What follows belongs to an exercise in optimizing a design on an open flow for small area and a short achievable clock period; a production flow would make more cautious choices.
RTL that was checked went through simulation tests only; none was proved equivalent to the original.
Function not checked in runs 2 to 5: the RTL went through the layout flow alone.
No run shown here takes its clock network from TritonCTS; it comes from the design's own scripts or RTL.
The clock port is modelled as an ideal driver, which makes a skipped or thinned clock tree look cheaper than it is; a real chip needs a root buffer or a tree.
Power and IR drop assume default switching activity.

<file path="config.mk">
export PLATFORM = sky130hd
export DESIGN_NAME = data_memory_responder
export DESIGN_NICKNAME = data_memory_responder
export VERILOG_FILES = /design/flow/design.v
export SDC_FILE = /design/flow/constraint.sdc
export NUM_CORES = 4
export LEC_CHECK = 0
export CAP_MARGIN = 20
export CORE_MARGIN = 2
export CORE_UTILIZATION = 60
export SETUP_SLACK_MARGIN = 2.6
export SLEW_MARGIN = 20
</file>
<file path="standard.sh">
#!/bin/bash
# synth_recipe.tcl (not shown) runs the flow's synth.tcl, then flattens the netlist and writes it again
# the make line also repeats each setting of config.mk as NAME=value (left out here)
make -C /OpenROAD-flow-scripts/flow DESIGN_CONFIG=/design/flow/config.mk WORK_HOME=/design/flow/orfs CLKGATE_MAP_FILE= SYNTH_SCRIPT=/design/flow/synth_recipe.tcl "${@:-finish}"
</file>
<file path="flow/my_tree.tcl">
# Build a balanced two-level clock tree: the clock port feeds NROOT root
# buffers, each root feeds a group of leaf buffers, each leaf feeds a
# compact cluster of clock sinks (found by recursive median bisection).
proc mt_center {inst} {
  set bb [$inst getBBox]
  return [list [expr {([$bb xMin] + [$bb xMax]) / 2}] [expr {([$bb yMin] + [$bb yMax]) / 2}]]
}
# items: list of {x y payload}; split into k groups of near-equal size by
# recursive bisection across the wider extent
proc mt_split {items k} {
  if {$k <= 1 || [llength $items] < 2} { return [list $items] }
  set xs [lmap it $items {lindex $it 0}]
  set ys [lmap it $items {lindex $it 1}]
  set dx [expr {[tcl::mathfunc::max {*}$xs] - [tcl::mathfunc::min {*}$xs]}]
  set dy [expr {[tcl::mathfunc::max {*}$ys] - [tcl::mathfunc::min {*}$ys]}]
  set idx [expr {$dx >= $dy ? 0 : 1}]
  set s [lsort -integer -index $idx $items]
  set k1 [expr {$k / 2}]
  set h [expr {([llength $s] * $k1) / $k}]
  return [concat [mt_split [lrange $s 0 [expr {$h - 1}]] $k1] \
                 [mt_split [lrange $s $h end] [expr {$k - $k1}]]]
}
proc mt_out {b} { foreach it [$b getITerms] { if {[$it isOutputSignal]} { return $it } } }
proc mt_in {b} { foreach it [$b getITerms] { if {[$it isInputSignal]} { return $it } } }
proc mt_centroid {items} {
  set sx 0; set sy 0
  foreach it $items { incr sx [lindex $it 0]; incr sy [lindex $it 1] }
  set n [llength $items]
  return [list [expr {$sx / $n}] [expr {$sy / $n}]]
}
proc mt_build {clk_port_net nroot leaves_per_root bufname {rootname {}}} {
  if {$rootname eq {}} { set rootname $bufname }
  set block [ord::get_db_block]
  set db [ord::get_db]
  set master [$db findMaster $bufname]
  set rmaster [$db findMaster $rootname]
  set net [$block findNet $clk_port_net]
  set sinks {}
  foreach it [$net getITerms] {
    set inst [$it getInst]
    set c [mt_center $inst]
    lappend sinks [list [lindex $c 0] [lindex $c 1] $it]
  }
  puts "MT sinks [llength $sinks]"
  set ri 0
  set li 0
  foreach rg [mt_split $sinks $nroot] {
    set leaves {}
    foreach g [mt_split $rg $leaves_per_root] {
      set c [mt_centroid $g]
      set b [odb::dbInst_create $block $master "mtleaf_$li"]
      set n [odb::dbNet_create $block "mtnet_leaf_$li"]
      $n setSigType CLOCK
      foreach s $g { set it [lindex $s 2]; $it disconnect; $it connect $n }
      [mt_out $b] connect $n
      $b setLocation [lindex $c 0] [lindex $c 1]
      $b setPlacementStatus PLACED
      lappend leaves [list [lindex $c 0] [lindex $c 1] [mt_in $b]]
      incr li
    }
    set c [mt_centroid $leaves]
    set b [odb::dbInst_create $block $rmaster "mtroot_$ri"]
    set n [odb::dbNet_create $block "mtnet_root_$ri"]
    $n setSigType CLOCK
    foreach s $leaves { [lindex $s 2] connect $n }
    [mt_out $b] connect $n
    [mt_in $b] connect $net
    $b setLocation [lindex $c 0] [lindex $c 1]
    $b setPlacementStatus PLACED
    incr ri
  }
  $net setSigType CLOCK
  puts "MT built $li leaves, $ri roots"
}
</file>
<file path="flow/pre_cts.tcl">
# Hook run by ORFS's cts.tcl before clock tree synthesis (PRE_CTS_TCL).
# Builds a balanced two-level clock tree instead of TritonCTS's: the clock
# port feeds 4 root buffers (buf_16), each root feeds 28 leaf buffers
# (clkbuf_8) and each leaf a compact cluster of about 19 flip-flops. The
# flow's own clock_tree_synthesis call is then replaced by one that only
# marks the clocks as propagated.
source [file join [file dirname [info script]] my_tree.tcl]
mt_build clk 4 28 sky130_fd_sc_hd__clkbuf_8 sky130_fd_sc_hd__buf_16
global_connect
rename clock_tree_synthesis orfs_clock_tree_synthesis_unused
proc clock_tree_synthesis {args} {
  puts "clock tree built by flow/pre_cts.tcl; TritonCTS not run"
  set_propagated_clock [all_clocks]
}
</file>
<file path="design.v">
module data_memory_responder #(
    parameter int DEPTH_LOG2 = 6,
    parameter int LATENCY    = 2
) (
    input  logic        clk,
    input  logic        reset,
    input  logic        req,
    input  logic        we,
    input  logic [31:0] addr,
    input  logic [31:0] wdata,
    output logic        ready,
    output logic [31:0] rdata,
    output logic        err,
    output logic        busy
);
    localparam int NRING = 8;
    localparam int RLEN  = 8;
    logic unused_addr_bits;
    assign unused_addr_bits = &{1'b0, addr[31:8], LATENCY[0], DEPTH_LOG2[0]};
    logic busy_q, a0, a1, a2, ready_q;
    logic idle_q;     
    always_ff @(posedge clk or negedge reset) begin
        if (!reset) begin
            busy_q  <= 1'b0;
            idle_q  <= 1'b1;
            a0      <= 1'b0;
            a1      <= 1'b0;
            a2      <= 1'b0;
            ready_q <= 1'b0;
        end else begin
            busy_q  <= (idle_q && req) || a0 || a1 || a2;
            idle_q  <= !((idle_q && req) || a0 || a1 || a2);
            a0      <= idle_q && req;
            a1      <= a0;
            a2      <= a1;
            ready_q <= a2;
        end
    end
    logic             lat_we;
    logic [1:0]       lat_addr;
    logic [31:0]      lat_wdata;
    logic [NRING-1:0] ring_oh;
    logic             err_q;
    always_ff @(posedge clk) begin
        if (idle_q) begin
            lat_we    <= we;
            lat_addr  <= addr[1:0];
            lat_wdata <= wdata;
            for (int r = 0; r < NRING; r++) ring_oh[r] <= (addr[7:5] == 3'(r));
        end
    end
    always_ff @(posedge clk) err_q <= (lat_addr[1:0] != 2'b00);
    logic [2:0]      ph;
    logic [RLEN-1:0] phoh;
    always_ff @(posedge clk) begin
        ph <= ph + 3'd1;
        for (int i = 0; i < RLEN; i++) phoh[i] <= (ph + 3'd1 == 3'(i));
    end
    logic [RLEN-1:0] slot_new, pos_new, lpos;
    logic            al_new, al_lat;
    always_comb begin
        for (int i = 0; i < RLEN; i++) slot_new[i] = (addr[4:2] == 3'(i));
        for (int k = 0; k < RLEN; k++) begin
            pos_new[k] = 1'b0;
            for (int i = 0; i < RLEN; i++)
                pos_new[k] = pos_new[k] || (slot_new[i] && phoh[(k - i) & (RLEN - 1)]);
        end
    end
    always_ff @(posedge clk) begin
        if (idle_q) lpos <= {pos_new[RLEN-2:0], pos_new[RLEN-1]};
        else        lpos <= {lpos[RLEN-2:0], lpos[RLEN-1]};
    end
    assign al_new  = (addr[1:0] == 2'b00);
    assign al_lat  = (lat_addr[1:0] == 2'b00);
    logic             st_new, st_lat;
    logic [NRING-1:0] wen0, wen4;
    assign st_new = reset && req && we && al_new;
    assign st_lat = (a0 || a1 || a2) && lat_we && al_lat;
    always_ff @(posedge clk) begin
        for (int r = 0; r < NRING; r++) begin
            wen0[r] <= idle_q ? (st_new && addr[7:5] == 3'(r) && pos_new[6])
                              : (st_lat && ring_oh[r] && lpos[6]);
            wen4[r] <= idle_q ? (st_new && addr[7:5] == 3'(r) && pos_new[2])
                              : (st_lat && ring_oh[r] && lpos[2]);
        end
    end
    logic [31:0] ring [NRING][RLEN];
    for (genvar r = 0; r < NRING; r++) begin : g_ring
        always_ff @(posedge clk) begin
            for (int p = 0; p < RLEN; p++) begin
                if (p == 0)      ring[r][p] <= wen0[r] ? lat_wdata : ring[r][RLEN-1];
                else if (p == 4) ring[r][p] <= wen4[r] ? lat_wdata : ring[r][p-1];
                else             ring[r][p] <= ring[r][p-1];
            end
        end
    end
    logic             ld_new, ld_lat, hit_new, hit_lat;
    logic [NRING-1:0] rsel0, rsel3, rsel6;
    logic             cap;
    assign ld_new  = req && !we && al_new;
    assign ld_lat  = (a0 || a1) && !lat_we && al_lat;
    assign hit_new = (pos_new[7]) || (pos_new[2]) || (pos_new[5]);
    assign hit_lat = lpos[7] || lpos[2] || lpos[5];
    always_ff @(posedge clk) begin
        for (int r = 0; r < NRING; r++) begin
            rsel0[r] <= idle_q ? (ld_new && addr[7:5] == 3'(r) && pos_new[7])
                               : (ld_lat && ring_oh[r] && lpos[7]);
            rsel3[r] <= idle_q ? (ld_new && addr[7:5] == 3'(r) && pos_new[2])
                               : (ld_lat && ring_oh[r] && lpos[2]);
            rsel6[r] <= idle_q ? (ld_new && addr[7:5] == 3'(r) && pos_new[5])
                               : (ld_lat && ring_oh[r] && lpos[5]);
        end
    end
    always_ff @(posedge clk or negedge reset) begin
        if (!reset) cap <= 1'b0;
        else        cap <= idle_q ? (req && (!al_new || (!we && hit_new)))
                                  : (ld_lat && hit_lat);
    end
    logic [31:0] rd_mux;
    always_comb begin
        rd_mux = 32'h0;
        for (int r = 0; r < NRING; r++) begin
            rd_mux = rd_mux | ({32{rsel0[r]}} & ring[r][0]) | ({32{rsel3[r]}} & ring[r][3]) |
                     ({32{rsel6[r]}} & ring[r][6]);
        end
    end
    logic        clr;
    logic [31:0] rdata_q;
    always_ff @(posedge clk or negedge reset) begin
        if (!reset) clr <= 1'b1;
        else        clr <= 1'b0;
    end
    always_ff @(posedge clk) begin
        if (clr)      rdata_q <= 32'h0;
        else if (cap) rdata_q <= rd_mux;
    end
    assign ready = ready_q;
    assign busy  = busy_q;
    assign rdata = rdata_q;
    assign err   = err_q;
endmodule
</file>
<file path="constraint.sdc">
create_clock -name core_clock -period 4.5 [get_ports {clk}]
set_input_delay 0.9000 -clock core_clock [delete_from_list [all_inputs] [get_ports {clk}]]
set_output_delay 0.9000 -clock core_clock [all_outputs]
set_load 0.01 [all_outputs]
</file>
<file path="flow/run.sh">
#!/bin/bash
# Layout flow: the standard ORFS flow (standard.sh), with the clock tree
# built by flow/pre_cts.tcl (a two-level balanced tree) instead of TritonCTS.
# The whole make/ORFS output goes to standard_flow.log in the work folder;
# ORFS also keeps each step's own log under orfs/logs/.
set -euo pipefail
export PRE_CTS_TCL="$PWD/flow/pre_cts.tcl"
bash standard.sh > standard_flow.log 2>&1
</file>
==> run notes, run 1 <==
share of cells above drive strength 1=0.230; iteration-0 DRC count of the detailed router=between 2000 and 2500; final wirelength=approximately 140000 um; DIE AREA=0.0963 sq mm; part of the Yosys area used for sequential elements=0.787; initial antenna violation count=3; peak per-stage delay on the critical path=0.42 ns; type of the worst setup path=reg -> out; number of flops mapped to enable cells by yosys=43; prevailing post-synth register cell=sky130_fd_sc_hd__dfxtp_1; number of nets produced by synthesis=3738; nature of the critical path endpoint=output pin; Required @ worst endpoint=~3.6 ns; cell family with most CP delay=flip-flops; setup repair after global routing missed its margin=yes; final critical-path share of the clock period=0.434; achievable frequency=0.512 GHz; Cell Pwr Density=about 550 mW/mm^2; setup TNS=0 ns; global-route wire length before repair=slightly above 200000 um; number of placed instances, taps included=between 4000 and 5000; synthesized flop and latch total=approximately 2200; area of the core region=around 0.093 sq mm; final setup violation count=0; detailed-route wire length per cell=roughly 29 um; clock insertion delay at the later pin of the skew report=roughly 0.53 ns; worst voltage drop across the vdd grid=between 0.0005 and 0.0006 V; grt ovf=0; count of standard-cell rows=112; area of the multi-input gates=~0.011 sq mm; fillers=slightly below 7000; instance count of the mapped netlist=around 3700; count of nets after finishing=approximately 3800; Worst Skew=0.0432 ns; count of boundary I/O pins=a little over 100; fraction of registers with async set/reset=0.00365; Worst Setup Start Kind=flip-flop; Detailed Routing Iterations Pass 1=5; pin count of the biggest net entering global routing=33; slew at the pin closest to its max-slew limit=roughly 1.1 ns; cell type contributing the most total cell area after synthesis=sky130_fd_sc_hd__dfxtp_1; final hold vios=0; Max Fanout on Critical Path=2; hpwl dp=74500 um; number of library cell types mapped by synthesis=61; vias in the first global route=between 20000 and 30000; count of buffers inserted at the top-level ports=around 80; hold-fix buffers at CTS=0; count of final max-slew check failures=0; clock input transition at the sequential cells of the worst setup and hold paths=0.11 ns; result of the run=complete, no violations; Cell Chain, Critical Path=buf_6; final weighted congestion in routability-driven placement=slightly below 0.8; Seq. cell area=0.0445 sq mm; max cap viols=0; final core occ=0.652; total via count in the routed design=just under 30000; P_leak=approximately 0.024 uW; minimum clock period=just under 2 ns; vias per cell=5.75; main area contributors after synthesis=sky130_fd_sc_hd__dfxtp_1 76%, sky130_fd_sc_hd__mux2_2 10%, sky130_fd_sc_hd__a22oi_1 2.8%; cell area after synthesis=~0.056 sq mm; height of the chip=between 300 and 400 um; area growth from synthesis to layout=7.84%; post-route insts no fill=between 5000 and 6000; Die X=approximately 310 um; Arr. time, crit path=around 1.1 ns; top cell type's share of synthesized area=0.761; effective utilization at floorplan=0.604; sum of internal, switching and leakage power=between 30000 and 40000 uW; Yosys Warn Count=2; worst path bufs/invs=1; number of remaining DRC errors=0; worst max-slew margin expressed relative to the limit=0.255; synthesized area per cell=roughly 15 sq um; hold crit path type=reg -> reg; standard cell with the maximum stage delay on the critical path=sky130_fd_sc_hd__dfxtp_4; GRT Total Usage=0.292; antenna violation net count after detailed routing=0
## cell families after synthesis
| group | Yosys count | share of synthesized area |
|---|---|---|
| adders and majority gates | 5 | 0.00111 |
| other | 1 | 0.0000666 |
| DFF | 2191 | 0.787 |
| xor gates and xnor gates | 1 | 0.000156 |
| AOI/OAI and AO/OA | 444 | 0.0640 |
| buffers and inverters | 213 | 0.0147 |
| muxes | 531 | 0.107 |
| and+or+nand+nor | 279 | 0.0257 |
## final timing paths
kind / start / to / slack, ns / cells past startpoint
max: rdata_q[0] / rdata[0] / 2.55 / 1
min: ring[37][2] / ring[38][2] / 0.32 / 0
max reg2reg: rsel3[1] / rdata_q[9] / 2.59 / 5
min reg2reg: ring[37][2] / ring[38][2] / 0.32 / 0
max in group asynchronous: reset / clr / 3.81 / 1
min in group asynchronous: reset / a2 / 0.37 / 1
## stage by stage
| stage | hold WS (ns) | setup WS [ns] | area (sq um) |
|---|---|---|---|
| 2_1_floorplan | 0.310 | 2.29 | 56300 |
| 3_3_place_gp | 0.310 | 0.984 | 58300 |
| 3_5_place_dp | 0.312 | 0.920 | 58300 |
| 4_1_cts | 0.329 | 2.45 | 60500 |
| 5_1_grt | 0.327 | 2.50 | 60700 |
| 6_report | 0.322 | 2.55 | 60700 |
## final cells by class
class | instances | area share
tap | 1254 | 0.0258
multi-input combinational | 1262 | 0.185
timing repair buffer | 162 | 0.0265
sequential | 2191 | 0.734
buffer | 116 | 0.0272
antenna | 3 | 0.000124
inverter | 20 | 0.00132
## where the power goes
group	switching, uW	internal (uW)
Combinational	877	935
Clock	5250	2420
Sequential	1550	22100
Total	7670	25500
## timing repair
item,CTS,global route
cloned,1,0
pin swaps,0,1
resized for setup,276,28
setup endpoints to repair,227,71
setup buffers,26,13
## state kept, by name, summed over array words and instances, names as in the netlist, 2 cells and up
name / count
ring: 2048
phoh: 8
lpos: 8
wen4: 8
ring_oh: 8
ph: 3
lat_wdata: 32
rsel6: 8
lat_addr: 2
rsel0: 8
rsel3: 8
wen0: 8
rdata_q: 32
## cell usage in the layout (no fill, tap or decap), types with 18 or more instances in the layout
| cell | Yosys | routed |
|---|---|---|
| sky130_fd_sc_hd__dfxtp_1 | 2140 | 2067 |
| sky130_fd_sc_hd__nand4_1 | 71 | 71 |
| sky130_fd_sc_hd__a221oi_1 | 57 | 57 |
| sky130_fd_sc_hd__and3_1 | 26 | 26 |
| sky130_fd_sc_hd__buf_4 | 2 | 61 |
| sky130_fd_sc_hd__buf_6 | 2 | 43 |
| sky130_fd_sc_hd__mux2_2 | 515 | 515 |
| sky130_fd_sc_hd__edfxtp_1 | 43 | 43 |
| sky130_fd_sc_hd__a22oi_1 | 207 | 207 |
| sky130_fd_sc_hd__clkdlybuf4s50_1 | 0 | 35 |
| sky130_fd_sc_hd__nor2_1 | 77 | 76 |
| sky130_fd_sc_hd__a211oi_1 | 25 | 25 |
| sky130_fd_sc_hd__dfxtp_4 | 0 | 40 |
| sky130_fd_sc_hd__nand2_1 | 59 | 58 |
| sky130_fd_sc_hd__inv_1 | 18 | 18 |
| sky130_fd_sc_hd__dfxtp_2 | 0 | 33 |
| sky130_fd_sc_hd__a222oi_1 | 32 | 32 |
| sky130_fd_sc_hd__a22o_1 | 65 | 65 |
| sky130_fd_sc_hd__clkbuf_8 | 0 | 112 |
## routing by layer
metal	GRT usage	up-vias	wire length, um
met5	0	-	12
met4	0.0761	2	4060
met3	0.0368	242	8700
met2	0.459	921	63800
met1	0.429	14800	66200
li1	-	12900	-
## cell usage after synthesis (3+ instances only)
master,instances
sky130_fd_sc_hd__o2bb2ai_1,8
sky130_fd_sc_hd__mux2i_1,10
sky130_fd_sc_hd__and3_1,26
sky130_fd_sc_hd__mux2_2,515
sky130_fd_sc_hd__nand4_1,71
sky130_fd_sc_hd__a31oi_1,5
sky130_fd_sc_hd__a211oi_1,25
sky130_fd_sc_hd__o21ai_0,4
sky130_fd_sc_hd__nor3_1,6
sky130_fd_sc_hd__nand2b_1,7
sky130_fd_sc_hd__dfrtp_1,6
sky130_fd_sc_hd__nand2_1,59
sky130_fd_sc_hd__inv_1,18
sky130_fd_sc_hd__and2_1,10
sky130_fd_sc_hd__a22oi_1,207
sky130_fd_sc_hd__edfxtp_1,43
sky130_fd_sc_hd__nor3b_1,3
sky130_fd_sc_hd__a221oi_1,57
sky130_fd_sc_hd__a22o_1,65
sky130_fd_sc_hd__nor2_1,77
sky130_fd_sc_hd__o31a_1,7
sky130_fd_sc_hd__buf_2,6
sky130_fd_sc_hd__buf_1,58
sky130_fd_sc_hd__a21oi_1,4
sky130_fd_sc_hd__ha_1,5
sky130_fd_sc_hd__a222oi_1,32
sky130_fd_sc_hd__o22ai_1,9
sky130_fd_sc_hd__dfxtp_1,2140
sky130_fd_sc_hd__clkbuf_1,125
sky130_fd_sc_hd__a32o_1,8
sky130_fd_sc_hd__mux4_2,4
sky130_fd_sc_hd__nand3_1,3
==> run 2: changes to the inputs <==
--- a/design.v
+++ b/design.v
@@ -73,16 +73,10 @@
     assign al_new  = (addr[1:0] == 2'b00);
     assign al_lat  = (lat_addr[1:0] == 2'b00);
-    logic             st_new, st_lat;
+    logic             p3, st_lat;
     logic [NRING-1:0] wen0, wen4;
-    assign st_new = reset && req && we && al_new;
-    assign st_lat = (a0 || a1 || a2) && lat_we && al_lat;
-    always_ff @(posedge clk) begin
-        for (int r = 0; r < NRING; r++) begin
-            wen0[r] <= idle_q ? (st_new && addr[7:5] == 3'(r) && pos_new[6])
-                              : (st_lat && ring_oh[r] && lpos[6]);
-            wen4[r] <= idle_q ? (st_new && addr[7:5] == 3'(r) && pos_new[2])
-                              : (st_lat && ring_oh[r] && lpos[2]);
-        end
-    end
+    always_ff @(posedge clk) p3 <= a2;
+    assign st_lat = (a0 || a1 || a2 || p3) && lat_we && al_lat;
+    assign wen0   = {NRING{st_lat && lpos[7]}} & ring_oh;
+    assign wen4   = {NRING{st_lat && lpos[3]}} & ring_oh;
     logic [31:0] ring [NRING][RLEN];
     for (genvar r = 0; r < NRING; r++) begin : g_ring
==> flow/pre_cts.tcl (replaced) <==
# Hook run by ORFS's cts.tcl before clock tree synthesis (PRE_CTS_TCL).
# Builds a balanced two-level clock tree instead of TritonCTS's: the clock
# port feeds 4 root buffers (buf_16), each root feeds 32 leaf buffers
# (clkbuf_8) and each leaf a compact cluster of about 17 flip-flops. The
# flow's own clock_tree_synthesis call is then replaced by one that only
# marks the clocks as propagated.
source [file join [file dirname [info script]] my_tree.tcl]
mt_build clk 4 32 sky130_fd_sc_hd__clkbuf_8 sky130_fd_sc_hd__buf_16
global_connect
rename clock_tree_synthesis orfs_clock_tree_synthesis_unused
proc clock_tree_synthesis {args} {
  puts "clock tree built by flow/pre_cts.tcl; TritonCTS not run"
  set_propagated_clock [all_clocks]
}
==> run notes, run 2 <==
critical hold path startpoint=ring[21][25]; clock insertion delay at the later pin of the skew report=0.54 ns (about the same); pin count of the biggest net entering global routing=33 (unchanged); placed cell areas=0.0579 sq mm (-0.82%); area of the core region=0.0930 sq mm (-0.15%); Arr. time, crit path=2.67 ns (+1.62 ns); max FFs per register=2048 (unchanged); count of final max-slew check failures=0 (unchanged); clock input transition at the sequential cells of the worst setup and hold paths=0.10 ns (about the same); Worst Skew=0.0336 ns (-0.00964 ns); global-route wire length before repair=224000 um (+11%); hpwl dp=71900 um (-3.4%); Max Fanout on Critical Path=7 (+5); fin area=0.0653 sq mm (+7.5%); share of cells above drive strength 1=0.260 (+0.0301); GRT Total Usage=0.326 (+0.0348); worst voltage drop across the vdd grid=0.000415 V (-30%); prevailing post-synth register cell=sky130_fd_sc_hd__dfxtp_1; area growth from synthesis to layout=16.1%; Detailed Routing Iterations Pass 1=10 (+5); hold endpoint=ring[22][25]; critical path startpoint=a0; Worst Setup Start Kind=flip-flop; instance count of the mapped netlist=3632 (-0.90%); setup repair after global routing missed its margin=yes; fraction of registers with async set/reset=0.00368 (+0.0000252); minimum clock period=2.26 ns (+0.307 ns); highest-count cells in the layout ignoring fill and taps=2069 x sky130_fd_sc_hd__dfxtp_1, 432 x sky130_fd_sc_hd__mux2_4, 204 x sky130_fd_sc_hd__a22oi_1; number of library cell types mapped by synthesis=52 (-15%); count of boundary I/O pins=103 (unchanged); hold-fix buffers at CTS=0 (unchanged); number of cell instances on the worst register-to-register path=7 (+2); initial antenna violation count=3 (unchanged); effective utilization at floorplan=0.604 (about the same); final antenna diode count=0 (-3); final setup violation count=0 (unchanged); Required @ worst endpoint=4.91 ns (+1.31 ns); Commonest cells post-synth=2125 x sky130_fd_sc_hd__dfxtp_1, 473 x sky130_fd_sc_hd__mux2_2, 204 x sky130_fd_sc_hd__a22oi_1, 111 x sky130_fd_sc_hd__clkbuf_1, 79 x sky130_fd_sc_hd__nor2_1; nature of the critical path endpoint=flip-flop; setup TNS=0 ns (unchanged); number of flops mapped to enable cells by yosys=43 (unchanged); type of the worst setup path=reg -> reg; hold crit path type=reg -> reg; number of remaining DRC errors=0 (unchanged); final hold vios=0 (unchanged); vias per cell=5.81 (+0.97%); most common cell in the synthesized netlist=sky130_fd_sc_hd__dfxtp_1; max cap viols=0 (unchanged); Cell Pwr Density=576 mW/mm^2 (+5.5%); total via count in the routed design=30100 (+4.4%); slew at the pin closest to its max-slew limit=1.08 ns (-0.0409 ns); WHS=0.322 ns (-0.000375 ns); main area contributors after synthesis=sky130_fd_sc_hd__dfxtp_1 76%, sky130_fd_sc_hd__mux2_2 9.5%, sky130_fd_sc_hd__a22oi_1 2.7%; count of nets after finishing=4000 (+4.5%); vias in the first global route=30700 (+5.4%); result of the run=complete, no violations; synthesized flop and latch total=2176 (-0.68%); number of nets produced by synthesis=3705 (-0.88%); Top Registers=ring (2048), lat_wdata (32), rdata_q (32); Die X=310 um (about the same); top cell type's share of synthesized area=0.756 (-0.00438); synthesized area per cell=15.5 sq um (+0.78%); Reg2Reg Capture Point=ring[32][22]; Min-Delay Path Depth=0 (unchanged); antenna violation net count after detailed routing=0 (unchanged); detailed-route wire length per cell=30.8 um (+8.0%); top register by number of flip-flops=ring; sum of internal, switching and leakage power=37600 uW (+13%); DIE AREA=0.0962 sq mm (-0.13%); worst reg2reg setup slack=2.24 ns (-0.35 ns); most common cell after layout, fill and taps aside=sky130_fd_sc_hd__dfxtp_1; iteration-0 DRC count of the detailed router=2907 (+21%); worst max-slew margin expressed relative to the limit=0.283 (+0.0272); final wirelength=160000 um (+12%); P_leak=0.0269 uW (+13%); achievable frequency=0.442 GHz (-14%); count of buffers inserted at the top-level ports=78 (unchanged); final critical-path share of the clock period=0.503 (+0.0682); final core occ=0.702 (+0.0502); part of the Yosys area used for sequential elements=0.783 (-0.00434); count of standard-cell rows=112 (unchanged); RR Startpoint=a0; grt ovf=0 (unchanged); Yosys Warn Count=2 (unchanged); cell type contributing the most total cell area after synthesis=sky130_fd_sc_hd__dfxtp_1; final weighted congestion in routability-driven placement=0.796 (+0.51%); height of the chip=310 um (about the same); cell area after synthesis=0.0562 sq mm (-0.13%)
## run 2: changes by cell type after synthesis, sizes merged, moves of 6 or more
cell and delta:
dfxtp -15, clkbuf -14, o22ai +11, nand2 +10, o21ai +9, a32o -8, buf -8, o2bb2ai -8
a22o -6
## run 2: worst max-delay path, stage by stage, from the launching register on
cell	delay (ns)
sky130_fd_sc_hd__dfrtp_1	0.39
sky130_fd_sc_hd__or3_4	0.45
sky130_fd_sc_hd__o2111a_4	0.36
sky130_fd_sc_hd__buf_12	0.18
sky130_fd_sc_hd__buf_12	0.14
sky130_fd_sc_hd__nand2_8	0.10
sky130_fd_sc_hd__buf_12	0.19
sky130_fd_sc_hd__mux2_4	0.31
## run 2: stage by stage
stage                     setup WS [ns]  instances
after floorplan                    2.56       3632
after global placement             1.34       4823
after detailed placement           1.24       4823
after CTS                          2.28       5148
after global routing               2.23       5179
final                              2.24       5179
## run 2: routing by layer
metal | share of wire | wire, um | GRT usage | vias to the layer above
li1 | - | - | - | 13200
met1 | 0.45 | 72200 | 0.476 | 15500
met2 | 0.45 | 72200 | 0.516 | 1118
met3 | 0.060 | 9530 | 0.0365 | 316
met4 | 0.035 | 5530 | 0.0968 | 2
met5 | 0.00013 | 20 | 0 | -
## run 2: cell families after synthesis
group,count (synthesis),share of synthesized area
xor gates and xnor gates,1,0.000156
DFF,2176,0.783
adders and majority gates,5,0.00111
muxes,531,0.107
buffers and inverters,194,0.0195
AOI/OAI and AO/OA,438,0.0618
other,1,0.0000667
and+or+nand+nor,286,0.0274
## run 2: timing repair
| action | CTS | global route |
|---|---|---|
| cloned | 17 | 0 |
| setup endpoints to repair | 625 | 585 |
| pin swaps | 16 | 3 |
| setup buffers | 176 | 31 |
| resized for setup | 745 | 50 |
| hold endpoints to repair | 0 | 0 |
## run 2: cell type report
| cell class | count | area (sq um) |
|---|---|---|
| sequential | 2176 | 44200 |
| fill | 6194 | 27800 |
| multi-input combinational | 1279 | 13300 |
| timing repair buffer | 315 | 4290 |
| buffer | 132 | 1870 |
| tap | 1254 | 1570 |
| inverter | 23 | 86.3 |
## run 2: where the power goes
group | switching, uW | internal, uW
registers | 2370 | 23700
clock network | 5370 | 2720
logic | 1420 | 2020
total | 9170 | 28500
## run 2: how the worst max path moves through the flow
stage	end	slack [ns]	cells after the start
2_1_floorplan	rsel6[0]	2.56	6
3_3_place_gp	rsel3[1]	1.34	5
3_5_place_dp	lpos[6]	1.24	5
4_1_cts	ring[32][22]	2.28	7
5_1_grt	ring[32][23]	2.23	7
6_report	ring[32][22]	2.24	7
==> run 3: changes to the inputs <==
--- a/config.mk
+++ b/config.mk
@@ -8,5 +8,5 @@
 export CAP_MARGIN = 20
 export CORE_MARGIN = 2
-export CORE_UTILIZATION = 60
-export SETUP_SLACK_MARGIN = 2.6
+export CORE_UTILIZATION = 63
+export SETUP_SLACK_MARGIN = 2.65
 export SLEW_MARGIN = 20
==> run notes, run 3 <==
Arr. time, crit path=2.60 ns (-0.07 ns); iteration-0 DRC count of the detailed router=3256 (+12%); count of boundary I/O pins=103 (unchanged); RR Startpoint=a1; top register by number of flip-flops=ring; number of flops mapped to enable cells by yosys=43 (unchanged); P_leak=0.0266 uW (-1.3%); placed cell areas=0.0578 sq mm (-0.19%); prevailing post-synth register cell=sky130_fd_sc_hd__dfxtp_1; worst voltage drop across the vdd grid=0.000506 V (+22%); setup repair after global routing missed its margin=yes; clock insertion delay at the later pin of the skew report=0.52 ns (-0.02 ns); Worst Setup Start Kind=flip-flop; slew at the pin closest to its max-slew limit=1.20 ns (+0.122 ns); count of final max-slew check failures=0 (unchanged); max cap viols=0 (unchanged); cell area after synthesis=0.0562 sq mm (unchanged); number of library cell types mapped by synthesis=52 (unchanged); Reg2Reg Capture Point=ring[44][16]; minimum clock period=2.21 ns (-0.0518 ns); critical hold path startpoint=ring[5][0]; worst reg2reg setup slack=2.29 ns (+0.05 ns); grt ovf=0 (unchanged); effective utilization at floorplan=0.636 (+0.0320); count of nets after finishing=3974 (-0.65%); nature of the critical path endpoint=flip-flop; most common cell in the synthesized netlist=sky130_fd_sc_hd__dfxtp_1; final critical-path share of the clock period=0.491 (-0.0115); vias in the first global route=30500 (-0.94%); count of buffers inserted at the top-level ports=78 (unchanged); hold crit path type=reg -> reg; cell type contributing the most total cell area after synthesis=sky130_fd_sc_hd__dfxtp_1; most common cell after layout, fill and taps aside=sky130_fd_sc_hd__dfxtp_1; synthesized area per cell=15.5 sq um (unchanged); vias per cell=5.97 (+2.8%); area growth from synthesis to layout=15.1%; result of the run=complete, no violations; final wirelength=156000 um (-2.2%); number of remaining DRC errors=0 (unchanged); Required @ worst endpoint=4.89 ns (-0.02 ns); fillers=5482 (-11%); synthesized flop and latch total=2176 (unchanged); worst max-slew margin expressed relative to the limit=0.201 (-0.0814); top cell type's share of synthesized area=0.756 (unchanged); number of nets produced by synthesis=3705 (unchanged); simple-gate share of the synthesized area=0.0274 (unchanged); final weighted congestion in routability-driven placement=0.815 (+2.3%); main area contributors after synthesis=sky130_fd_sc_hd__dfxtp_1 76%, sky130_fd_sc_hd__mux2_2 9.5%, sky130_fd_sc_hd__a22oi_1 2.7%; detailed-route wire length per cell=30.8 um (about the same); height of the chip=303 um (-2.4%); area of the core region=0.0884 sq mm (-5.0%); type of the worst setup path=reg -> reg; Detailed Routing Iterations Pass 1=6 (-4); part of the Yosys area used for sequential elements=0.783 (unchanged); final setup violation count=0 (unchanged); setup TNS=0 ns (unchanged); instance count of the mapped netlist=3632 (unchanged); Min-Delay Path Depth=0 (unchanged); Worst Skew=0.0287 ns (-0.00492 ns); achievable frequency=0.453 GHz (+2.3%); Cell Pwr Density=580 mW/mm^2 (+0.54%); initial antenna violation count=2 (-1); hold endpoint=ring[6][0]; share of the synthesized netlist area taken by xor and xnor gates=0.000156 (unchanged); global-route wire length before repair=219000 um (-2.3%); complex-gate fraction of the synthesized area=0.0618 (unchanged); fin area=0.0647 sq mm (-0.87%); final hold vios=0 (unchanged); share of cells above drive strength 1=0.254 (-0.00519); Die X=303 um (-2.4%); dominant combinational cell family by area after synthesis=multiplexers; clock input transition at the sequential cells of the worst setup and hold paths=0.11 ns (about the same); antenna violation net count after detailed routing=0 (unchanged); number of cell instances on the worst register-to-register path=6 (-1); GRT Total Usage=0.333 (+0.00701); Yosys Warn Count=2 (unchanged); pin count of the biggest net entering global routing=33 (unchanged); Max Fanout on Critical Path=9 (+2); Commonest cells post-synth=2125 x sky130_fd_sc_hd__dfxtp_1, 473 x sky130_fd_sc_hd__mux2_2, 204 x sky130_fd_sc_hd__a22oi_1, 111 x sky130_fd_sc_hd__clkbuf_1, 79 x sky130_fd_sc_hd__nor2_1; fraction of synthesized area in multiplexers=0.107 (unchanged); Top Registers=ring (2048), lat_wdata (32), rdata_q (32); Adder-Cell Fraction of Synth Area=0.00111 (unchanged); hpwl dp=71700 um (-0.39%); total via count in the routed design=30300 (+0.59%); fraction of registers with async set/reset=0.00368 (unchanged); WHS=0.325 ns (+0.00352 ns); max FFs per register=2048 (unchanged); count of standard-cell rows=109 (-2.7%); highest-count cells in the layout ignoring fill and taps=2069 x sky130_fd_sc_hd__dfxtp_1, 378 x sky130_fd_sc_hd__mux2_4, 203 x sky130_fd_sc_hd__a22oi_1; DIE AREA=0.0917 sq mm (-4.7%)
==> run 3: cell counts after synthesis <==
No cell type changed its count.
==> run 3: worst max-delay path by stage <==
stage,slack (ns),from,endpoint
final,2.29,a1,ring[44][16]
after CTS,2.32,a1,ring[56][29]
after global placement,1.37,addr[2],rsel6[0]
after floorplan,2.57,addr[2],rsel6[0]
after detailed placement,1.33,addr[2],rsel3[1]
after global routing,2.27,a1,ring[8][29]
==> run 3: cell families after synthesis <==
| kind of cell | after synthesis |
|---|---|
| other | 1 |
| flip-flops | 2176 |
| adder cells (fa/ha/maj) | 5 |
| AND/OR/NAND/NOR | 286 |
| AO/OA/AOI/OAI | 438 |
| XOR/XNOR | 1 |
| multiplexers | 531 |
| buffers and inverters | 194 |
==> run 3: where the power goes <==
part	internal, uW	switching (uW)
Sequential	23700	2390
Combinational	1950	1400
Clock	2720	5330
==> run 3: critical path, cell delays in order, from the launching register on <==
cell                       delay [ns]
sky130_fd_sc_hd__dfrtp_1         0.40
sky130_fd_sc_hd__or3_4           0.41
sky130_fd_sc_hd__o2111a_4        0.32
sky130_fd_sc_hd__buf_12          0.18
sky130_fd_sc_hd__buf_12          0.17
sky130_fd_sc_hd__nand2_8         0.22
sky130_fd_sc_hd__mux2_2          0.37
==> run 3: per-layer routing <==
layer  up-vias  track usage  wire (um)
li1      13100            -          -
met1     15500        0.484      68000
met2      1304        0.519      70300
met3       344       0.0405      11300
met4         2        0.120       6380
met5         -            0         10
==> run 3: area by class of cell <==
type                    count  area, sq um  area share
inverters                  23         86.3     0.00133
repair buffers            285         3910      0.0605
well taps                1165         1460      0.0225
multi-input cells        1283        13200       0.204
flip-flops and latches   2176        44200       0.683
diodes                      2         5.00   0.0000773
plain buffers             132         1870      0.0289
==> run 3: through the flow <==
step	utilization	setup WS [ns]	instances	power (uW)
detailed placement	0.653	1.33	4733	28300
global placement	0.653	1.37	4733	28000
CTS	0.727	2.32	5032	37200
finish	0.732	2.29	5066	37500
floorplan	-	2.57	3632	26800
global route	0.732	2.27	5064	38700
==> run 3: timing repair <==
item,in CTS,in global routing
setup endpoints to repair,633,592
gates resized for setup,714,63
hold endpoints to repair,0,0
hold buffers,0,0
gates cloned,22,2
pin swaps,10,6
buffers inserted,145,30
==> run 4: changes to the inputs <==
--- a/design.v
+++ b/design.v
@@ -73,16 +73,22 @@
     assign al_new  = (addr[1:0] == 2'b00);
     assign al_lat  = (lat_addr[1:0] == 2'b00);
-    logic             p3, st_lat;
+    logic             st_new, st_lat;
     logic [NRING-1:0] wen0, wen4;
-    always_ff @(posedge clk) p3 <= a2;
-    assign st_lat = (a0 || a1 || a2 || p3) && lat_we && al_lat;
-    assign wen0   = {NRING{st_lat && lpos[7]}} & ring_oh;
-    assign wen4   = {NRING{st_lat && lpos[3]}} & ring_oh;
+    assign st_new = reset && req && we && al_new;
+    assign st_lat = (a0 || a1 || a2) && lat_we && al_lat;
+    always_ff @(posedge clk) begin
+        for (int r = 0; r < NRING; r++) begin
+            wen0[r] <= idle_q ? (st_new && addr[7:5] == 3'(r) && pos_new[6])
+                              : (st_lat && ring_oh[r] && lpos[6]);
+            wen4[r] <= idle_q ? (st_new && addr[7:5] == 3'(r) && pos_new[2])
+                              : (st_lat && ring_oh[r] && lpos[2]);
+        end
+    end
     logic [31:0] ring [NRING][RLEN];
     for (genvar r = 0; r < NRING; r++) begin : g_ring
         always_ff @(posedge clk) begin
             for (int p = 0; p < RLEN; p++) begin
-                if (p == 0)      ring[r][p] <= wen0[r] ? lat_wdata : ring[r][RLEN-1];
-                else if (p == 4) ring[r][p] <= wen4[r] ? lat_wdata : ring[r][p-1];
+                if (p == 0)      ring[r][p] <= ~(wen0[r] ? lat_wdata : ring[r][RLEN-1]);
+                else if (p == 4) ring[r][p] <= ~(wen4[r] ? ~lat_wdata : ring[r][p-1]);
                 else             ring[r][p] <= ring[r][p-1];
             end
@@ -115,5 +121,5 @@
         rd_mux = 32'h0;
         for (int r = 0; r < NRING; r++) begin
-            rd_mux = rd_mux | ({32{rsel0[r]}} & ring[r][0]) | ({32{rsel3[r]}} & ring[r][3]) |
+            rd_mux = rd_mux | ({32{rsel0[r]}} & ~ring[r][0]) | ({32{rsel3[r]}} & ~ring[r][3]) |
                      ({32{rsel6[r]}} & ring[r][6]);
         end
--- a/config.mk
+++ b/config.mk
@@ -8,5 +8,5 @@
 export CAP_MARGIN = 20
 export CORE_MARGIN = 2
-export CORE_UTILIZATION = 63
-export SETUP_SLACK_MARGIN = 2.65
+export CORE_UTILIZATION = 60
+export SETUP_SLACK_MARGIN = 2.6
 export SLEW_MARGIN = 20
==> run notes, run 4 <==
iteration-0 DRC count of the detailed router=2828 (-13%); sum of internal, switching and leakage power=34000 uW (-9.3%); clock insertion delay at the later pin of the skew report=0.53 ns (about the same); grt ovf=0 (unchanged); top register by number of flip-flops=ring; Worst Setup Start Kind=flip-flop; fillers=6904 (+26%); Top Registers=ring (2048), lat_wdata (32), rdata_q (32); worst max-slew margin expressed relative to the limit=0.180 (-0.0210); final hold vios=0 (unchanged); Yosys Warn Count=2 (unchanged); slew at the pin closest to its max-slew limit=1.23 ns (+0.0315 ns); synthesized flop and latch total=2191 (+0.69%); peak per-stage delay on the critical path=0.39 ns (-0.02 ns); most common cell after layout, fill and taps aside=sky130_fd_sc_hd__dfxtp_1; worst voltage drop across the vdd grid=0.000465 V (-8.0%); Max Fanout on Critical Path=1 (-8); pin count of the biggest net entering global routing=64 (+94%); area of the core region=0.0932 sq mm (+5.4%); cell type contributing the most total cell area after synthesis=sky130_fd_sc_hd__dfxtp_1; number of cell instances on the worst register-to-register path=5 (-1); number of library cell types mapped by synthesis=62 (+19%); prevailing post-synth register cell=sky130_fd_sc_hd__dfxtp_1; count of buffers inserted at the top-level ports=78 (unchanged); height of the chip=310 um (+2.5%); highest-count cells in the layout ignoring fill and taps=2080 x sky130_fd_sc_hd__dfxtp_1, 488 x sky130_fd_sc_hd__mux2i_1, 219 x sky130_fd_sc_hd__nand2_1; Worst Skew=0.0255 ns (-0.00320 ns); final weighted congestion in routability-driven placement=0.862 (+5.8%); effective utilization at floorplan=0.605 (-0.0315); share of cells above drive strength 1=0.0925 (-0.162); placed cell areas=0.0586 sq mm (+1.4%); nature of the critical path endpoint=output pin; final critical-path share of the clock period=0.433 (-0.0578); hpwl dp=86000 um (+20%); worst path bufs/invs=1 (-1); critical hold path startpoint=ring[17][17]; count of standard-cell rows=112 (+2.8%); max cap viols=0 (unchanged); logic depth of the worst path, buffers included=1 (-5); vias in the first global route=30700 (+0.92%); critical path startpoint=ready_q; fin area=0.0611 sq mm (-5.6%); Detailed Routing Iterations Pass 1=6 (unchanged); initial antenna violation count=5 (+3); synthesized area per cell=14.3 sq um (-7.4%); count of nets after finishing=4127 (+3.9%); most common cell in the synthesized netlist=sky130_fd_sc_hd__dfxtp_1; area of the multi-input gates=0.0112 sq mm (-15%); Arr. time, crit path=1.05 ns (-1.55 ns); top cell type's share of synthesized area=0.760 (+0.00367); Commonest cells post-synth=2140 x sky130_fd_sc_hd__dfxtp_1, 490 x sky130_fd_sc_hd__mux2i_1, 219 x sky130_fd_sc_hd__nand2_1, 184 x sky130_fd_sc_hd__nand2b_1, 119 x sky130_fd_sc_hd__clkbuf_1; minimum clock period=1.95 ns (-0.260 ns); hold crit path type=reg -> reg; Cell Chain, Critical Path=buf_2; result of the run=complete, no violations; DIE AREA=0.0964 sq mm (+5.2%); Cell Pwr Density=557 mW/mm^2 (-4.0%); count of boundary I/O pins=103 (unchanged); cell area after synthesis=0.0564 sq mm (+0.22%); GRT Total Usage=0.313 (-0.0202); part of the Yosys area used for sequential elements=0.787 (+0.00361); P_leak=0.0224 uW (-16%); achievable frequency=0.513 GHz (+13%); RR Startpoint=rsel6[6]; count of final max-slew check failures=0 (unchanged); main area contributors after synthesis=sky130_fd_sc_hd__dfxtp_1 76%, sky130_fd_sc_hd__mux2i_1 8.7%, sky130_fd_sc_hd__edfxtp_1 2.3%; number of nets produced by synthesis=4006 (+8.1%); final wirelength=153000 um (-2.2%); area growth from synthesis to layout=8.45%; detailed-route wire length per cell=28.7 um (-6.7%); cell family with most CP delay=flip-flops; setup TNS=0 ns (unchanged); max FFs per register=2048 (unchanged); total via count in the routed design=30100 (-0.49%); antenna violation net count after detailed routing=0 (unchanged); setup repair after global routing missed its margin=yes; number of remaining DRC errors=0 (unchanged); fraction of registers with async set/reset=0.00365 (-0.0000252); clock input transition at the sequential cells of the worst setup and hold paths=0.10 ns (about the same); final setup violation count=0 (unchanged); vias per cell=5.67 (-5.0%); Required @ worst endpoint=3.60 ns (-1.29 ns); Min-Delay Path Depth=0 (unchanged); number of flops mapped to enable cells by yosys=43 (unchanged); Die X=310 um (+2.5%); type of the worst setup path=reg -> out; standard cell with the maximum stage delay on the critical path=sky130_fd_sc_hd__dfrtp_1; global-route wire length before repair=215000 um (-1.7%); Seq. cell area=0.0445 sq mm (+0.72%); hold-fix buffers at CTS=0 (unchanged); instance count of the mapped netlist=3933 (+8.3%)
run 4: cell count changes after synthesis, sizes merged, moves of 60 or more:
cell,change
o21ai,+99
mux2,-510
a221oi,-60
a22oi,-176
nand2,+149
nand2b,+179
nand4,-68
mux2i,+475
o2111ai,+97
run 4: routing by layer:
metal,up-vias,track usage,routed length [um]
li1,13500,-,-
met1,15300,0.448,69000
met2,1049,0.503,69100
met3,296,0.0355,9040
met4,4,0.0961,5470
met5,-,0,34
run 4: where the power goes:
group          total [uW]  internal, uW  switching, uW
Clock                8070          2720           5340
Sequential          23900         22400           1570
Combinational        2010           845           1170
Total               34000         25900           8070
run 4: layout make-up:
cell class / count / share of cell area
sequential: 2191 / 0.728
antenna: 3 / 0.000123
inverter: 71 / 0.00508
multi-input combinational: 1489 / 0.183
timing repair buffer: 169 / 0.0272
buffer: 132 / 0.0306
tap: 1254 / 0.0257
run 4: timing repair:
action                                  4_1_cts  5_1_grt
buffers inserted                             22        6
endpoints found under the setup margin      133       92
resized for setup                           281       40
pin swaps                                     1        2
gates cloned                                  0        0
run 4: worst paths after layout:
| check | endpoint | slack [ns] |
|---|---|---|
| max reg2reg | rdata_q[29] | 2.64 |
| min in group asynchronous | cap | 0.37 |
| max | ready | 2.55 |
| min reg2reg | ring[18][17] | 0.32 |
| min | ring[18][17] | 0.32 |
| max in group asynchronous | clr | 3.81 |
run 4: cell families after synthesis:
kind of cell               count (synthesis)  synth area share
other                                      1         0.0000665
DFF                                     2191             0.787
adders and majority gates                  5           0.00111
xor gates and xnor gates                   1          0.000155
and+or+nand+nor                          526            0.0477
muxes                                    495            0.0886
buffers and inverters                    253            0.0176
AOI/OAI and AO/OA                        461            0.0580
run 4: metrics by stage:
step	hold slack, ns	setup WS, ns	utilization	cells
4_1_cts	0.317	2.52	0.654	5300
3_3_place_gp	0.310	1.37	0.629	5146
5_1_grt	0.332	2.50	0.656	5306
6_report	0.323	2.55	0.656	5309
3_5_place_dp	0.312	1.33	0.629	5146
2_1_floorplan	0.310	2.45	-	3933
==> run 5: changes to the inputs <==
--- a/config.mk
+++ b/config.mk
@@ -8,5 +8,5 @@
 export CAP_MARGIN = 20
 export CORE_MARGIN = 2
-export CORE_UTILIZATION = 60
-export SETUP_SLACK_MARGIN = 2.6
+export CORE_UTILIZATION = 63
+export SETUP_SLACK_MARGIN = 2.65
 export SLEW_MARGIN = 20
==> run notes, run 5 <==
vias in the first global route=30500 (-0.60%); synthesized area per cell=14.3 sq um (unchanged); final core occ=0.696 (+0.0404); number of placed instances, taps included=5057 (-1.7%); post-route insts no fill=5250 (-1.1%); Cell Pwr Density=552 mW/mm^2 (-0.84%); achievable frequency=0.510 GHz (-0.64%); cell type contributing the most total cell area after synthesis=sky130_fd_sc_hd__dfxtp_1; instance count of the mapped netlist=3933 (unchanged); hold-fix buffers at CTS=0 (unchanged); effective utilization at floorplan=0.637 (+0.0320); area of the core region=0.0885 sq mm (-5.0%); sum of internal, switching and leakage power=34000 uW (about the same); Worst Setup Start Kind=flip-flop; global-route wire length before repair=213000 um (-1.0%); most common cell in the synthesized netlist=sky130_fd_sc_hd__dfxtp_1; minimum clock period=1.96 ns (+0.0125 ns); peak per-stage delay on the critical path=0.40 ns (about the same); fin area=0.0616 sq mm (+0.83%); Worst Skew=0.0244 ns (-0.00103 ns); cell area after synthesis=0.0564 sq mm (unchanged); highest-count cells in the layout ignoring fill and taps=2081 x sky130_fd_sc_hd__dfxtp_1, 487 x sky130_fd_sc_hd__mux2i_1, 219 x sky130_fd_sc_hd__nand2_1; number of remaining DRC errors=0 (unchanged); clock input transition at the sequential cells of the worst setup and hold paths=0.11 ns (about the same); Top Registers=ring (2048), lat_wdata (32), rdata_q (32); GRT Total Usage=0.323 (+0.0101); fillers=6075 (-12%); RR Startpoint=rsel3[2]; area of the multi-input gates=0.0113 sq mm (+1.1%); hold endpoint=ring[58][20]; main area contributors after synthesis=sky130_fd_sc_hd__dfxtp_1 76%, sky130_fd_sc_hd__mux2i_1 8.7%, sky130_fd_sc_hd__edfxtp_1 2.3%; setup TNS=0 ns (unchanged); Cell Chain, Critical Path=buf_2; total via count in the routed design=30400 (+0.85%); final critical-path share of the clock period=0.436 (+0.00278); hold crit path type=reg -> reg; setup repair after global routing missed its margin=yes; top register by number of flip-flops=ring; synthesized flop and latch total=2191 (unchanged); number of flops mapped to enable cells by yosys=43 (unchanged); vias per cell=5.79 (+2.0%); Detailed Routing Iterations Pass 1=6 (unchanged); final hold vios=0 (unchanged); prevailing post-synth register cell=sky130_fd_sc_hd__dfxtp_1; most common cell after layout, fill and taps aside=sky130_fd_sc_hd__dfxtp_1; worst path bufs/invs=1 (unchanged); count of boundary I/O pins=103 (unchanged); max FFs per register=2048 (unchanged); result of the run=complete, no violations; count of buffers inserted at the top-level ports=78 (unchanged); number of nets produced by synthesis=4006 (unchanged); area growth from synthesis to layout=9.35%; height of the chip=303 um (-2.4%); DIE AREA=0.0919 sq mm (-4.7%); worst voltage drop across the vdd grid=0.000431 V (-7.5%); P_leak=0.0227 uW (+1.3%); number of cell instances on the worst register-to-register path=6 (+1); max cap viols=0 (unchanged); worst reg2reg setup slack=2.66 ns (+0.02 ns); final wirelength=151000 um (-1.1%); Yosys Warn Count=2 (unchanged); Die X=303 um (-2.4%); slew at the pin closest to its max-slew limit=1.19 ns (-0.0440 ns); Max Fanout on Critical Path=1 (unchanged); Min-Delay Path Depth=0 (unchanged); top cell type's share of synthesized area=0.760 (unchanged); count of nets after finishing=4158 (+0.75%); number of library cell types mapped by synthesis=62 (unchanged); antenna violation net count after detailed routing=0 (unchanged); nature of the critical path endpoint=output pin; part of the Yosys area used for sequential elements=0.787 (unchanged); Commonest cells post-synth=2140 x sky130_fd_sc_hd__dfxtp_1, 490 x sky130_fd_sc_hd__mux2i_1, 219 x sky130_fd_sc_hd__nand2_1, 184 x sky130_fd_sc_hd__nand2b_1, 119 x sky130_fd_sc_hd__clkbuf_1; fraction of registers with async set/reset=0.00365 (unchanged); pin count of the biggest net entering global routing=35 (-45%); Arr. time, crit path=1.06 ns (about the same); hpwl dp=84600 um (-1.6%); Seq. cell area=0.0445 sq mm (about the same); worst max-slew margin expressed relative to the limit=0.210 (+0.0293); grt ovf=0 (unchanged); placed cell areas=0.0585 sq mm (-0.18%); initial antenna violation count=7 (+2); iteration-0 DRC count of the detailed router=2827 (-0.035%); share of cells above drive strength 1=0.104 (+0.0111); detailed-route wire length per cell=28.7 um (about the same); Reg2Reg Capture Point=rdata_q[31]; final setup violation count=0 (unchanged); type of the worst setup path=reg -> out; logic depth of the worst path, buffers included=1 (unchanged); Required @ worst endpoint=3.60 ns (about the same); standard cell with the maximum stage delay on the critical path=sky130_fd_sc_hd__dfrtp_1; count of final max-slew check failures=0 (unchanged); cell family with most CP delay=flip-flops; critical hold path startpoint=ring[57][20]; clock insertion delay at the later pin of the skew report=0.52 ns (about the same); final weighted congestion in routability-driven placement=0.873 (+1.2%); count of standard-cell rows=109 (-2.7%)
==> run 5: cell counts after synthesis <==
No cell type changed its count.
==> run 5: through the flow <==
stage	setup slack [ns]	hold WS [ns]
4_1_cts	2.50	0.329
2_1_floorplan	2.45	0.310
5_1_grt	2.50	0.330
3_3_place_gp	1.28	0.310
6_report	2.54	0.319
3_5_place_dp	1.17	0.312
==> run 5: how the worst max path moves through the flow <==
stage            start      end
5_1_grt         busy_q     busy
4_1_cts         busy_q     busy
3_3_place_gp   addr[2]  wen0[6]
6_report        busy_q     busy
3_5_place_dp   addr[2]  wen0[5]
2_1_floorplan  addr[2]  wen0[1]
==> run 5: routing by layer <==
layer	up-vias	global-route usage	wire length (um)
li1	13500	-	-
met1	15300	0.468	66700
met2	1246	0.505	67200
met3	279	0.0488	11400
met4	0	0.102	5650
met5	-	0	0
==> run 5: repair_timing <==
action	in CTS	in global routing
pin swaps	1	7
gates cloned	0	2
gates resized for setup	321	69
endpoints found under the setup margin	146	105
buffers inserted	35	22
==> run 5: kinds of logic (layout without fill, tap and decap cells) <==
kind of cell,Yosys count,count (layout),share of synthesized area
other,1,3,0.0000665
AND/OR/NAND/NOR,526,526,0.0477
XOR/XNOR,1,1,0.000155
flip-flops,2191,2191,0.787
AO/OA/AOI/OAI,461,462,0.0580
buffers and inverters,253,402,0.0176
adder cells (fa/ha/maj),5,5,0.00111
multiplexers,495,495,0.0886
==> run 5: cell type report <==
type,count,share of cell area
buffer,132,0.0304
inverter,71,0.00528
sequential,2191,0.722
antenna,2,0.0000812
timing repair buffer,199,0.0348
multi-input combinational,1490,0.184
tap,1165,0.0237
==> run 5: report_power, final <==
group	switching, uW	internal (uW)
combinational	1180	893
clock	5300	2720
sequential	1540	22400

==> what the ideal ports hide <==
No port has a modelled driver above. Below, the same layouts with a new extraction and two added sets of constraints. Step 1: set_driving_cell puts a clkbuf_16 on clk and a buf_2 on each other input, an assumption about the parent block. Step 2 also shifts input and output timing later by t, the mid clock arrival at the registers, as if the neighbouring blocks saw the same clock. a / b / c = ideal / step 1 / step 2; a / b = the first two.
| run | shift t [ns] | slack for setup (ns) | worst setup path after step 2 | latest minus earliest clock arrival (ns) | pins driven straight from the clock port |
|---|---|---|---|---|---|
| run 1 | 0.672 | 2.545 / 2.378 / 2.062 | input to register | 0.044 / 0.045 | 4 |
| run 2 | 0.690 | 2.238 / 2.238 / 2.065 | input to register | 0.047 / 0.048 | 4 |
| run 3 | 0.675 | 2.290 / 2.290 / 2.088 | input to register | 0.039 / 0.039 | 4 |
| run 4 | 0.685 | 2.550 / 2.385 / 2.112 | input to register | 0.027 / 0.027 | 4 |
| run 5 | 0.674 | 2.538 / 2.372 / 2.124 | input to register | 0.029 / 0.028 | 4 |
After both steps every run listed still meets setup and hold. For run 1, which loses most, drivers alone change the setup slack by -0.167 ns; drivers and shift together by -0.483 ns.
